This design comes from an exercise in tuning for small area on the open sky130 flow, not from production work.
In this exercise RTL edits were held to simulation tests only and were not proved equivalent to the original.
No activity file was given, so power comes from the tool's default toggle rates.

==> inputs of job 2746 <==
## rpn_stack_evaluator
module rpn_stack_evaluator #(
	parameter int STACK_DEPTH = 16,
	parameter int NUM_VARS = 32
) (
	input  logic               clk,
	input  logic               arst_n,
	input  logic               in_valid,
	output logic               in_ready,
	input  logic [2:0]         kind,
	input  logic [1:0]         op_code,
	input  logic [4:0]         var_index,
	input  logic signed [31:0] literal,
	output logic               out_valid,
	input  logic               out_ready,
	output logic               print_valid,
	output logic signed [31:0] print_value,
	output logic [2:0]         status
);
	localparam int W   = 4;
	localparam int NB  = 32 / W;
	localparam int LNB = $clog2(NB);
	localparam int PW  = LNB + 5;
	localparam logic [5:0] S_CLR  = 6'd0;
	localparam logic [5:0] S_IDLE = 6'd1;
	localparam logic [5:0] S_PUSH = 6'd2;
	localparam logic [5:0] S_RB1  = 6'd3;
	localparam logic [5:0] S_RB2  = 6'd4;
	localparam logic [5:0] S_RA1  = 6'd5;
  ...
export LEC_CHECK = 0
export ABC_AREA = 1
export CAP_MARGIN = 20
export CORE_MARGIN = 2
export CORE_UTILIZATION = 60
export CTS_BUF_LIST = sky130_fd_sc_hd__clkbuf_8
export CTS_CLUSTER_DIAMETER = 60
export CTS_CLUSTER_SIZE = 20
export PLACE_DENSITY = 0.7
export SLEW_MARGIN = 20
create_clock -name core_clock -period 12.0 [get_ports {clk}]
standard.sh (not shown) runs the stock make flow with config.mk's settings and CLKGATE_MAP_FILE= SYNTH_SCRIPT=/design/flow/synth_recipe.tcl, a recipe that flattens the netlist after the stock synthesis.
==> flow/flow/run.sh <==
#!/bin/bash
# Own layout flow: the standard flow (standard.sh) with these changes:
#  - synthesis is synth_recipe.tcl unchanged except that its ABC call maps the
#    combinational logic with flow/area.abc (area only, no delay target) instead of
#    ORFS's abc_area.script; flip-flops are mapped before ABC, so registers, their
#    names and cell types are the standard synthesis's;
#  - port buffers use sky130_fd_sc_hd__buf_1 (the default pick is a 10 um2 delay buffer);
#  - clock tree synthesis without dummy loads, with clkbuf_8 leaf clusters.
# make's full output goes to flow_make.log here; ORFS keeps each step's log in orfs/logs/.
set -euo pipefail
here=$(pwd)
{
	head -n 1 synth_recipe.tcl
	cat <<TCL
proc abc {args} {
	set keep {}
	set skip 0
	foreach a \$args {
		if {\$skip} { set skip 0; continue }
		if {\$a eq "-script" || \$a eq "-D" || \$a eq "-constr"} { set skip 1; continue }
		lappend keep \$a
	}
	yosys abc -script $here/flow/area.abc {*}\$keep
}
TCL
	tail -n +2 synth_recipe.tcl
} > own_synth.tcl
export BUFFER_PORTS_ARGS="-buffer_cell sky130_fd_sc_hd__buf_1"
export CTS_ARGS="-sink_clustering_enable -repair_clock_nets -sink_clustering_size 22 -sink_clustering_max_diameter 40 -buf_list sky130_fd_sc_hd__clkbuf_8 -dont_use_dummy_load"
bash standard.sh SYNTH_SCRIPT=$here/own_synth.tcl finish > flow_make.log 2>&1
==> flow/flow/area.abc <==
strash
&get -n
&fraig -x
&put
dc2
strash
&get -n
&dch -f
&nf -R 1000
&put
==> job 2498 (differences from job 2746) <==
==> flow/design.v (replaced) <==
module rpn_stack_evaluator #(
	parameter int STACK_DEPTH = 16,
	parameter int NUM_VARS = 32
) (
	input  logic               clk,
	input  logic               arst_n,
	input  logic               in_valid,
	output logic               in_ready,
	input  logic [2:0]         kind,
	input  logic [1:0]         op_code,
	input  logic [4:0]         var_index,
	input  logic signed [31:0] literal,
	output logic               out_valid,
	input  logic               out_ready,
	output logic               print_valid,
	output logic signed [31:0] print_value,
	output logic [2:0]         status
);
	localparam logic [5:0] S_CLR  = 6'd0;
	localparam logic [5:0] S_IDLE = 6'd1;
	localparam logic [5:0] S_PUSH = 6'd2;
	localparam logic [5:0] S_RB1  = 6'd3;
	localparam logic [5:0] S_RB2  = 6'd4;
	localparam logic [5:0] S_RA1  = 6'd5;
	localparam logic [5:0] S_RA2  = 6'd6;
	localparam logic [5:0] S_OB   = 6'd7;
	localparam logic [5:0] S_AS1  = 6'd8;
	localparam logic [5:0] S_AS3  = 6'd9;
	localparam logic [5:0] S_ADD1 = 6'd10;
	localparam logic [5:0] S_ADD2 = 6'd11;
	localparam logic [5:0] S_MB   = 6'd12;
	localparam logic [5:0] S_MA   = 6'd13;
	localparam logic [5:0] S_DS   = 6'd14;
	localparam logic [5:0] S_DA   = 6'd15;
	localparam logic [5:0] S_DB   = 6'd16;
	localparam logic [5:0] S_DT   = 6'd17;
	localparam logic [5:0] S_DC   = 6'd18;
	localparam logic [5:0] S_DQ   = 6'd19;
	localparam logic [5:0] S_DR   = 6'd20;
	localparam logic [5:0] S_DF   = 6'd21;
	localparam logic [5:0] S_DN   = 6'd22;
	localparam logic [5:0] S_ZOK     = 6'b011000;
	localparam logic [5:0] S_ZUNDER  = 6'b011001;
	localparam logic [5:0] S_ZOVER   = 6'b011010;
	localparam logic [5:0] S_ZDIV0   = 6'b011011;
	localparam logic [5:0] S_ZNOTVAR = 6'b011100;
	localparam logic [5:0] R_PRINT  = 6'b110000;
	localparam logic [2:0] X_ZERO = 3'd0;
	localparam logic [2:0] X_HEAD = 3'd1;
	localparam logic [2:0] X_SHL  = 3'd2;
	localparam logic [2:0] X_VAR  = 3'd3;
	localparam logic [2:0] X_LIT  = 3'd4;
	localparam logic [1:0] A_HOLD = 2'd0;
	localparam logic [1:0] A_LOAD = 2'd1;   
	localparam logic [1:0] A_ROT  = 2'd2;   
	logic [5:0]  state_q, state_d;
	logic [6:0]  ph_q;
	logic [4:0]  cnt_q, cnt_d;
	logic [31:0] a_q;
	logic [4:0]  idx_q, idx_d;
	logic        f_q, f_d;
	logic        qb_q, qb_d;
	logic        neg_q, neg_d;
	logic        cy_q;
	logic        t_q, tag;
	logic        msb_q;
	logic [64*8-1:0]  srng_q;
	logic [15:0]      trng_q;
	logic [128*8-1:0] vrng_q;
	logic [7:0]       shead;
	logic             thead;
	logic [7:0]       vhead;
	logic [1:0]  byte_i;
	logic        b0, last;
	logic [2:0]  xsel;
	logic        sbit;
	logic        first;
	logic        yen;
	logic        sub;
	logic [7:0]  xv, yv, litb;
	logic        shin;
	logic [8:0]  add;
	logic        sum32;
	logic [1:0]  amode;
	logic        s_we;
	logic        s_tag;
	logic        v_we;
	logic [1:0]  s_off;
	logic [3:0]  s_slot;
	logic        win, win_v, t_at;
	logic        is_div;
	logic        fin;
	assign shead = srng_q[7:0];
	assign thead = trng_q[0];
	assign vhead = vrng_q[7:0];
	assign byte_i = ph_q[1:0];
	assign b0     = (byte_i == 2'd0);
	assign last   = (byte_i == 2'd3);
	always_comb begin
		case (state_q)
			S_PUSH:                                    s_off = 2'd0;
			S_RB1, S_OB, S_ADD1, S_MB, S_DB, S_DR:     s_off = 2'd1;
			default:                                   s_off = 2'd2;
		endcase
	end
	assign s_slot = cnt_q[3:0] - {2'd0, s_off};
	assign win    = (ph_q[5:2] == s_slot);
	assign win_v  = (ph_q[6:2] == idx_q);
	assign t_at   = (ph_q[1:0] == ph_q[5:4]);
	assign tag    = t_at ? thead : t_q;
	assign is_div = (op_code == 2'd3);
	assign first  = (idx_q == 5'd0);
	always_comb begin
		case (byte_i)
			2'd0:    litb = {literal[7:5], kind[0] ? literal[4:0] : var_index};
			2'd1:    litb = literal[15:8];
			2'd2:    litb = literal[23:16];
			default: litb = literal[31:24];
		endcase
	end
	assign shin = b0 ? sbit : msb_q;
	always_comb begin
		case (xsel)
			X_HEAD:  xv = shead;
			X_SHL:   xv = {shead[6:0], shin};
			X_VAR:   xv = vhead;
			X_LIT:   xv = litb;
			default: xv = {7'd0, b0 & sbit};
		endcase
	end
	assign yv    = yen ? a_q[7:0] : 8'd0;
	assign add   = {1'b0, xv} + {1'b0, sub ? ~yv : yv} + {8'd0, b0 ? sub : cy_q};
	assign sum32 = ((xsel == X_SHL) & shead[7]) ^ sub ^ add[8];
	always_comb begin
		state_d = state_q;
		cnt_d   = cnt_q;
		idx_d   = idx_q;
		f_d     = f_q;
		qb_d    = qb_q;
		neg_d   = neg_q;
		xsel    = X_ZERO;
		sbit    = 1'b0;
		yen     = 1'b0;
		sub     = 1'b0;
		amode   = A_HOLD;
		s_we    = 1'b0;
		s_tag   = 1'b0;
		v_we    = 1'b0;
		fin     = 1'b0;
		case (state_q)
			S_CLR: begin
				v_we = 1'b1;
				if (ph_q == 7'd127) begin
					state_d = S_IDLE;
				end
			end
			S_IDLE: begin
				if (in_valid && last) begin
					case (kind)
						3'd2, 3'd3: state_d = cnt_q[4] ? S_ZOVER : S_PUSH;
						3'd4:       state_d = (cnt_q == 5'd0) ? S_ZUNDER : S_RB1;
						3'd0:       state_d = (cnt_q[4:1] == 4'd0) ? S_ZUNDER : S_RB1;
						3'd1:       state_d = (cnt_q[4:1] == 4'd0) ? S_ZUNDER : S_RB1;
						default:    state_d = S_ZOK;
					endcase
				end
			end
			S_PUSH: begin
				xsel  = X_LIT;
				s_tag = !kind[0];
				if (win) begin
					s_we = 1'b1;
					if (last) begin
						state_d = S_ZOK;
					end
				end
			end
			S_RB1, S_RB2: begin
				xsel = (state_q == S_RB1) ? X_HEAD : X_VAR;
				if ((state_q == S_RB1) ? win : win_v) begin
					amode = A_LOAD;
					if (state_q == S_RB1 && b0) begin
						idx_d = shead[4:0];
					end
					if (last) begin
						if (state_q == S_RB1 && tag) begin
							state_d = S_RB2;
						end else if (kind == 3'd4) begin
							cnt_d   = cnt_q - 5'd1;
							fin     = 1'b1;
							state_d = R_PRINT;
						end else if (kind == 3'd0) begin
							state_d = S_AS1;
						end else begin
							state_d = S_OB;
						end
					end
				end
			end
			S_OB: begin
				yen = 1'b1;
				if (is_div && a_q == 32'd0) begin
					if (last) begin
						state_d = S_ZDIV0;
					end
				end else if (win) begin
					s_we  = 1'b1;
					amode = A_ROT;
					if (last) begin
						state_d = S_RA1;
					end
				end
			end
			S_RA1, S_RA2: begin
				xsel = (state_q == S_RA1) ? X_HEAD : X_VAR;
				if ((state_q == S_RA1) ? win : win_v) begin
					amode = A_LOAD;
					if (state_q == S_RA1 && b0) begin
						idx_d = shead[4:0];
					end
					if (last) begin
						if (state_q == S_RA1 && tag) begin
							state_d = S_RA2;
						end else begin
							idx_d = 5'd0;
							case (op_code)
								2'd0, 2'd1: state_d = S_ADD1;
								2'd2:       state_d = S_MB;
								default:    state_d = S_DS;
							endcase
						end
					end
				end
			end
			S_AS1: begin
				if (win) begin
					if (b0) begin
						idx_d = shead[4:0];
					end
					if (last) begin
						state_d = tag ? S_AS3 : S_ZNOTVAR;
					end
				end
			end
			S_AS3: begin
				yen = 1'b1;
				if (win_v) begin
					v_we  = 1'b1;
					amode = A_ROT;
					if (last) begin
						state_d = S_ZOK;
					end
				end
			end
			S_ADD1: begin
				xsel = X_HEAD;
				yen  = 1'b1;
				sub  = op_code[0];
				if (win) begin
					amode = A_LOAD;
					if (last) begin
						state_d = S_ADD2;
					end
				end
			end
			S_ADD2: begin
				yen = 1'b1;
				sub = op_code[0];
				if (win) begin
					s_we  = 1'b1;
					amode = A_ROT;
					if (last) begin
						state_d = S_ZOK;
					end
				end
			end
			S_MB: begin
				xsel = X_SHL;
				if (win) begin
					s_we = 1'b1;
					if (last) begin
						f_d     = shead[7];
						state_d = S_MA;
					end
				end
			end
			S_MA: begin
				xsel = first ? X_ZERO : X_SHL;
				yen  = f_q;
				if (win) begin
					s_we  = 1'b1;
					amode = A_ROT;
					if (last) begin
						idx_d   = idx_q + 5'd1;
						state_d = (idx_q == 5'd31) ? S_ZOK : S_MB;
					end
				end
			end
			S_DS: begin
				if (last) begin
					neg_d   = a_q[31];
					state_d = S_DA;
				end
			end
			S_DA: begin
				yen = 1'b1;
				sub = neg_q;
				if (win) begin
					s_we  = 1'b1;
					amode = A_ROT;
					if (last) begin
						state_d = S_DB;
					end
				end
			end
			S_DB: begin
				xsel = X_HEAD;
				if (win) begin
					amode = A_LOAD;
					if (last) begin
						state_d = S_DT;
					end
				end
			end
			S_DT: begin
				if (last) begin
					f_d     = a_q[31];
					neg_d   = neg_q ^ a_q[31];
					state_d = S_DC;
				end
			end
			S_DC: begin
				yen   = 1'b1;
				sub   = f_q;
				amode = A_LOAD;
				if (last) begin
					state_d = S_DQ;
				end
			end
			S_DQ: begin
				xsel = X_SHL;
				sbit = qb_q;
				if (win) begin
					s_we = 1'b1;
					if (last) begin
						f_d     = shead[7];
						state_d = S_DR;
					end
				end
			end
			S_DR: begin
				xsel = first ? X_ZERO : X_SHL;
				sbit = f_q;
				yen  = 1'b1;
				sub  = first | qb_q;
				if (win) begin
					s_we  = 1'b1;
					amode = A_ROT;
					if (last) begin
						qb_d    = !sum32;
						idx_d   = idx_q + 5'd1;
						state_d = (idx_q == 5'd31) ? S_DF : S_DQ;
					end
				end
			end
			S_DF: begin
				xsel = X_SHL;
				sbit = qb_q;
				if (win) begin
					s_we  = 1'b1;
					amode = A_LOAD;
					if (last) begin
						state_d = neg_q ? S_DN : S_ZOK;
					end
				end
			end
			S_DN: begin
				yen = 1'b1;
				sub = 1'b1;
				if (win) begin
					s_we  = 1'b1;
					amode = A_ROT;
					if (last) begin
						state_d = S_ZOK;
					end
				end
			end
			S_ZOK, S_ZUNDER, S_ZOVER, S_ZDIV0, S_ZNOTVAR: begin
				amode = A_LOAD;   
				if (last) begin
					if (state_q == S_ZOK) begin
						case (kind)
							3'd0:       cnt_d = cnt_q - 5'd2;
							3'd1:       cnt_d = cnt_q - 5'd1;
							3'd2, 3'd3: cnt_d = cnt_q + 5'd1;
							default:    cnt_d = cnt_q;
						endcase
					end
					fin     = 1'b1;
					state_d = {3'b100, state_q[2:0]};
				end
			end
			default: begin
				if (out_ready) begin
					state_d = S_IDLE;
				end
			end
		endcase
		if (fin && !in_valid) begin
			state_d = state_q;
			cnt_d   = cnt_q;
			amode   = A_HOLD;
		end
	end
	always_ff @(posedge clk or negedge arst_n) begin
		if (!arst_n) begin
			state_q <= S_CLR;
			ph_q    <= 7'd0;
			cnt_q   <= 5'd0;
		end else begin
			state_q <= state_d;
			ph_q    <= ph_q + 7'd1;
			cnt_q   <= cnt_d;
		end
	end
	always_ff @(posedge clk) begin
		case (amode)
			A_LOAD: a_q <= {add[7:0], a_q[31:8]};
			A_ROT:  a_q <= {a_q[7:0], a_q[31:8]};
			default: ;
		endcase
		idx_q  <= idx_d;
		f_q    <= f_d;
		qb_q   <= qb_d;
		neg_q  <= neg_d;
		cy_q   <= add[8];
		msb_q  <= shead[7];
		srng_q <= {s_we ? add[7:0] : shead, srng_q[64*8-1:8]};
		t_q    <= tag;
		trng_q <= {(s_we && t_at) ? s_tag : thead, trng_q[15:1]};
		vrng_q <= {v_we ? add[7:0] : vhead, vrng_q[128*8-1:8]};
	end
	assign in_ready    = fin;
	assign out_valid   = state_q[5];
	assign print_valid = state_q[4];
	assign status      = state_q[2:0];
	assign print_value = a_q;
endmodule
--- a/flow/flow/run.sh
+++ b/flow/flow/run.sh
@@ -23,8 +23,8 @@
 	yosys abc -script $here/flow/area.abc {*}\$keep
 }
 TCL
 	tail -n +2 synth_recipe.tcl
 } > own_synth.tcl
 export BUFFER_PORTS_ARGS="-buffer_cell sky130_fd_sc_hd__buf_1"
-export CTS_ARGS="-sink_clustering_enable -repair_clock_nets -sink_clustering_size 22 -sink_clustering_max_diameter 40 -buf_list sky130_fd_sc_hd__clkbuf_8 -dont_use_dummy_load"
+export CTS_ARGS="-sink_clustering_enable -repair_clock_nets -sink_clustering_size 22 -sink_clustering_max_diameter 60 -buf_list sky130_fd_sc_hd__clkbuf_8 -dont_use_dummy_load"
 bash standard.sh SYNTH_SCRIPT=$here/own_synth.tcl finish > flow_make.log 2>&1
==> job 9168 (differences from job 2746) <==
--- a/flow/design.v
+++ b/flow/design.v
@@ -31,16 +31,14 @@
 	localparam logic [5:0] S_AS1  = 6'd8;
 	localparam logic [5:0] S_AS3  = 6'd9;
 	localparam logic [5:0] S_ADD1 = 6'd10;
 	localparam logic [5:0] S_ADD2 = 6'd11;
 	localparam logic [5:0] S_MB   = 6'd12;
 	localparam logic [5:0] S_MA   = 6'd13;
-	localparam logic [5:0] S_DS   = 6'd14;
 	localparam logic [5:0] S_DA   = 6'd15;
 	localparam logic [5:0] S_DB   = 6'd16;
-	localparam logic [5:0] S_DT   = 6'd17;
 	localparam logic [5:0] S_DC   = 6'd18;
 	localparam logic [5:0] S_DQ   = 6'd19;
 	localparam logic [5:0] S_DR   = 6'd20;
 	localparam logic [5:0] S_DF   = 6'd21;
 	localparam logic [5:0] S_DN   = 6'd22;
 	localparam logic [5:0] S_ZP   = 6'd23;   
@@ -231,20 +229,21 @@
 				if ((state_q == S_RA1) ? win : win_v) begin
 					amode = A_LOAD;
 					if (state_q == S_RA1 && ix_el) begin
 						idx_d = idx_cap;
 					end
 					if (last) begin
+						neg_d = add[W-1];
 						if (state_q == S_RA1 && tag) begin
 							state_d = S_RA2;
 						end else begin
 							idx_d = 5'd0;
 							case (op_code)
 								2'd0, 2'd1: state_d = S_ADD1;
 								2'd2:       state_d = S_MB;
-								default:    state_d = S_DS;
+								default:    state_d = S_DA;
 							endcase
 						end
 					end
 				end
 			end
 			S_AS1: begin
@@ -312,18 +311,12 @@
 						idx_d   = idx_q + 5'd1;
 						cnt_dec = (idx_q == 5'd31);
 						state_d = (idx_q == 5'd31) ? S_ZOK : S_MB;
 					end
 				end
 			end
-			S_DS: begin
-				if (last) begin
-					neg_d   = a_q[31];
-					state_d = S_DA;
-				end
-			end
 			S_DA: begin
 				yen = 1'b1;
 				sub = neg_q;
 				if (win) begin
 					s_we  = 1'b1;
 					amode = A_ROT;
@@ -334,23 +327,18 @@
 			end
 			S_DB: begin
 				xsel = X_HEAD;
 				if (win) begin
 					amode = A_LOAD;
 					if (last) begin
-						state_d = S_DT;
+						f_d     = add[W-1];
+						neg_d   = neg_q ^ add[W-1];
+						state_d = S_DC;
 					end
 				end
 			end
-			S_DT: begin
-				if (last) begin
-					f_d     = a_q[31];
-					neg_d   = neg_q ^ a_q[31];
-					state_d = S_DC;
-				end
-			end
 			S_DC: begin
 				yen   = 1'b1;
 				sub   = f_q;
 				amode = A_LOAD;
 				if (last) begin
 					state_d = S_DQ;
--- a/flow/flow/run.sh
+++ b/flow/flow/run.sh
@@ -23,8 +23,8 @@
 	yosys abc -script $here/flow/area.abc {*}\$keep
 }
 TCL
 	tail -n +2 synth_recipe.tcl
 } > own_synth.tcl
 export BUFFER_PORTS_ARGS="-buffer_cell sky130_fd_sc_hd__buf_1"
-export CTS_ARGS="-sink_clustering_enable -repair_clock_nets -sink_clustering_size 22 -sink_clustering_max_diameter 40 -buf_list sky130_fd_sc_hd__clkbuf_8 -dont_use_dummy_load"
+export CTS_ARGS="-sink_clustering_enable -repair_clock_nets -sink_clustering_size 21 -sink_clustering_max_diameter 60 -buf_list sky130_fd_sc_hd__clkbuf_8 -dont_use_dummy_load"
 bash standard.sh SYNTH_SCRIPT=$here/own_synth.tcl finish > flow_make.log 2>&1
==> job 7893 (differences from job 2746) <==
--- a/flow/flow/run.sh
+++ b/flow/flow/run.sh
@@ -23,8 +23,8 @@
 	yosys abc -script $here/flow/area.abc {*}\$keep
 }
 TCL
 	tail -n +2 synth_recipe.tcl
 } > own_synth.tcl
 export BUFFER_PORTS_ARGS="-buffer_cell sky130_fd_sc_hd__buf_1"
-export CTS_ARGS="-sink_clustering_enable -repair_clock_nets -sink_clustering_size 22 -sink_clustering_max_diameter 40 -buf_list sky130_fd_sc_hd__clkbuf_8 -dont_use_dummy_load"
+export CTS_ARGS="-sink_clustering_enable -repair_clock_nets -sink_clustering_size 21 -sink_clustering_max_diameter 60 -buf_list sky130_fd_sc_hd__clkbuf_8 -dont_use_dummy_load"
 bash standard.sh SYNTH_SCRIPT=$here/own_synth.tcl finish > flow_make.log 2>&1
CAP_MARGIN = 0   (was 20)
CTS_BUF_LIST = unset   (was sky130_fd_sc_hd__clkbuf_8)
CTS_CLUSTER_DIAMETER = unset   (was 60)
CTS_CLUSTER_SIZE = unset   (was 20)
SLEW_MARGIN = 0   (was 20)
==> results.txt <==
Setup slack: job 2746 > job 7893 > job 9168 > job 2498. Wire length: job 7893 < job 2498 < job 2746 < job 9168. Between job 2498 and job 2746, the lower register-to-register slack is in job 2498 (gap 50 ps). Against job 9168, the die area of job 2498 is higher by 0.88%. The lowest utilization belongs to job 7893, the highest to job 2746. In clock power, job 9168 and job 7893 hardly differ. Sequential power is about the same in job 7893 and job 2746. Job 2498 completed without violations. Job 9168 finished with timing, DRC and antenna clean. Job 2746 finished with timing, DRC and antenna clean. Job 7893 produced a clean layout.
==> figures <==
| quantity | job 7893 | job 2498 | job 9168 | job 2746 |
|---|---|---|---|---|
| Status | finished clean | finished clean | finished clean | finished clean |
| Slew at the pin with the worst max-slew slack | 973 ps | 1070 ps | 1030 ps | 989 ps |
| Signed area change from the synthesized netlist to the final layout | 7.18% | 7.07% | 7.41% | 8.22% |
| Post-synthesis instance area | 35,500 sq um | 35,800 sq um | 35,500 sq um | 35,500 sq um |
| Overall die area | 61,200 sq um | 61,600 sq um | 61,100 sq um | 61,200 sq um |
| Vias in the first global route | 13,700 | 14,300 | 14,300 | 14,100 |
| Total cell area at the placement stage | 36,800 sq um | 37,100 sq um | 36,800 sq um | 36,800 sq um |
| Metal3 WL | 2.08 mm | 2.16 mm | 1.67 mm | 2.47 mm |
| Synthesized-area fraction occupied by adder cells | 0.00824 | 0.00972 | 0.00755 | 0.00824 |
| Sequential group share of total power | 0.722 | 0.723 | 0.720 | 0.700 |
| Clk pwr | 2.05 mW | 2.04 mW | 2.08 mW | 2.28 mW |
| Routed via count | 13,600 | 14,200 | 13,800 | 13,800 |
| Sum of met2 wire segment lengths after detailed routing | 20.2 mm | 20.2 mm | 21.9 mm | 20.7 mm |
| Multiplexer area fraction after synthesis | 0.0107 | 0.00496 | 0.00607 | 0.0107 |
| Synth Area per Inst | 17.5 sq um | 17.0 sq um | 17.3 sq um | 17.5 sq um |
| Maximum resistive drop on vdd | 143 uV | 159 uV | 168 uV | 149 uV |

==> static timing again, ports no longer ideal <==
Ports are ideal in the flow. The routed layouts listed here were re-timed in OpenROAD.
Step 1: set_driving_cell puts a clkbuf_16 on clk and a buf_2 on each other input, an assumption about the parent block.
Step 2 times the ports against the registers' clock, not the clock port: input delays grow and output delays shrink by t, the midpoint of the rising clock arrivals with the driver on.
a / b / c = ideal / step 1 / step 2; a / b = the first two.
run	shift t [ns]	setup WS [ns]	worst register clock-pin slew, ns
job 2746	0.733	6.558 / 6.505 / 6.185	0.12 / 0.12
job 2498	0.735	4.857 / 4.803 / 5.478	0.13 / 0.13
job 9168	0.716	6.220 / 6.220 / 6.044	0.12 / 0.12
job 7893	0.700	6.554 / 6.500 / 6.187	0.12 / 0.12
After both steps every run listed still meets setup and hold. For job 2746, which loses most, drivers alone change the setup slack by -0.053 ns; drivers and shift together by -0.373 ns.
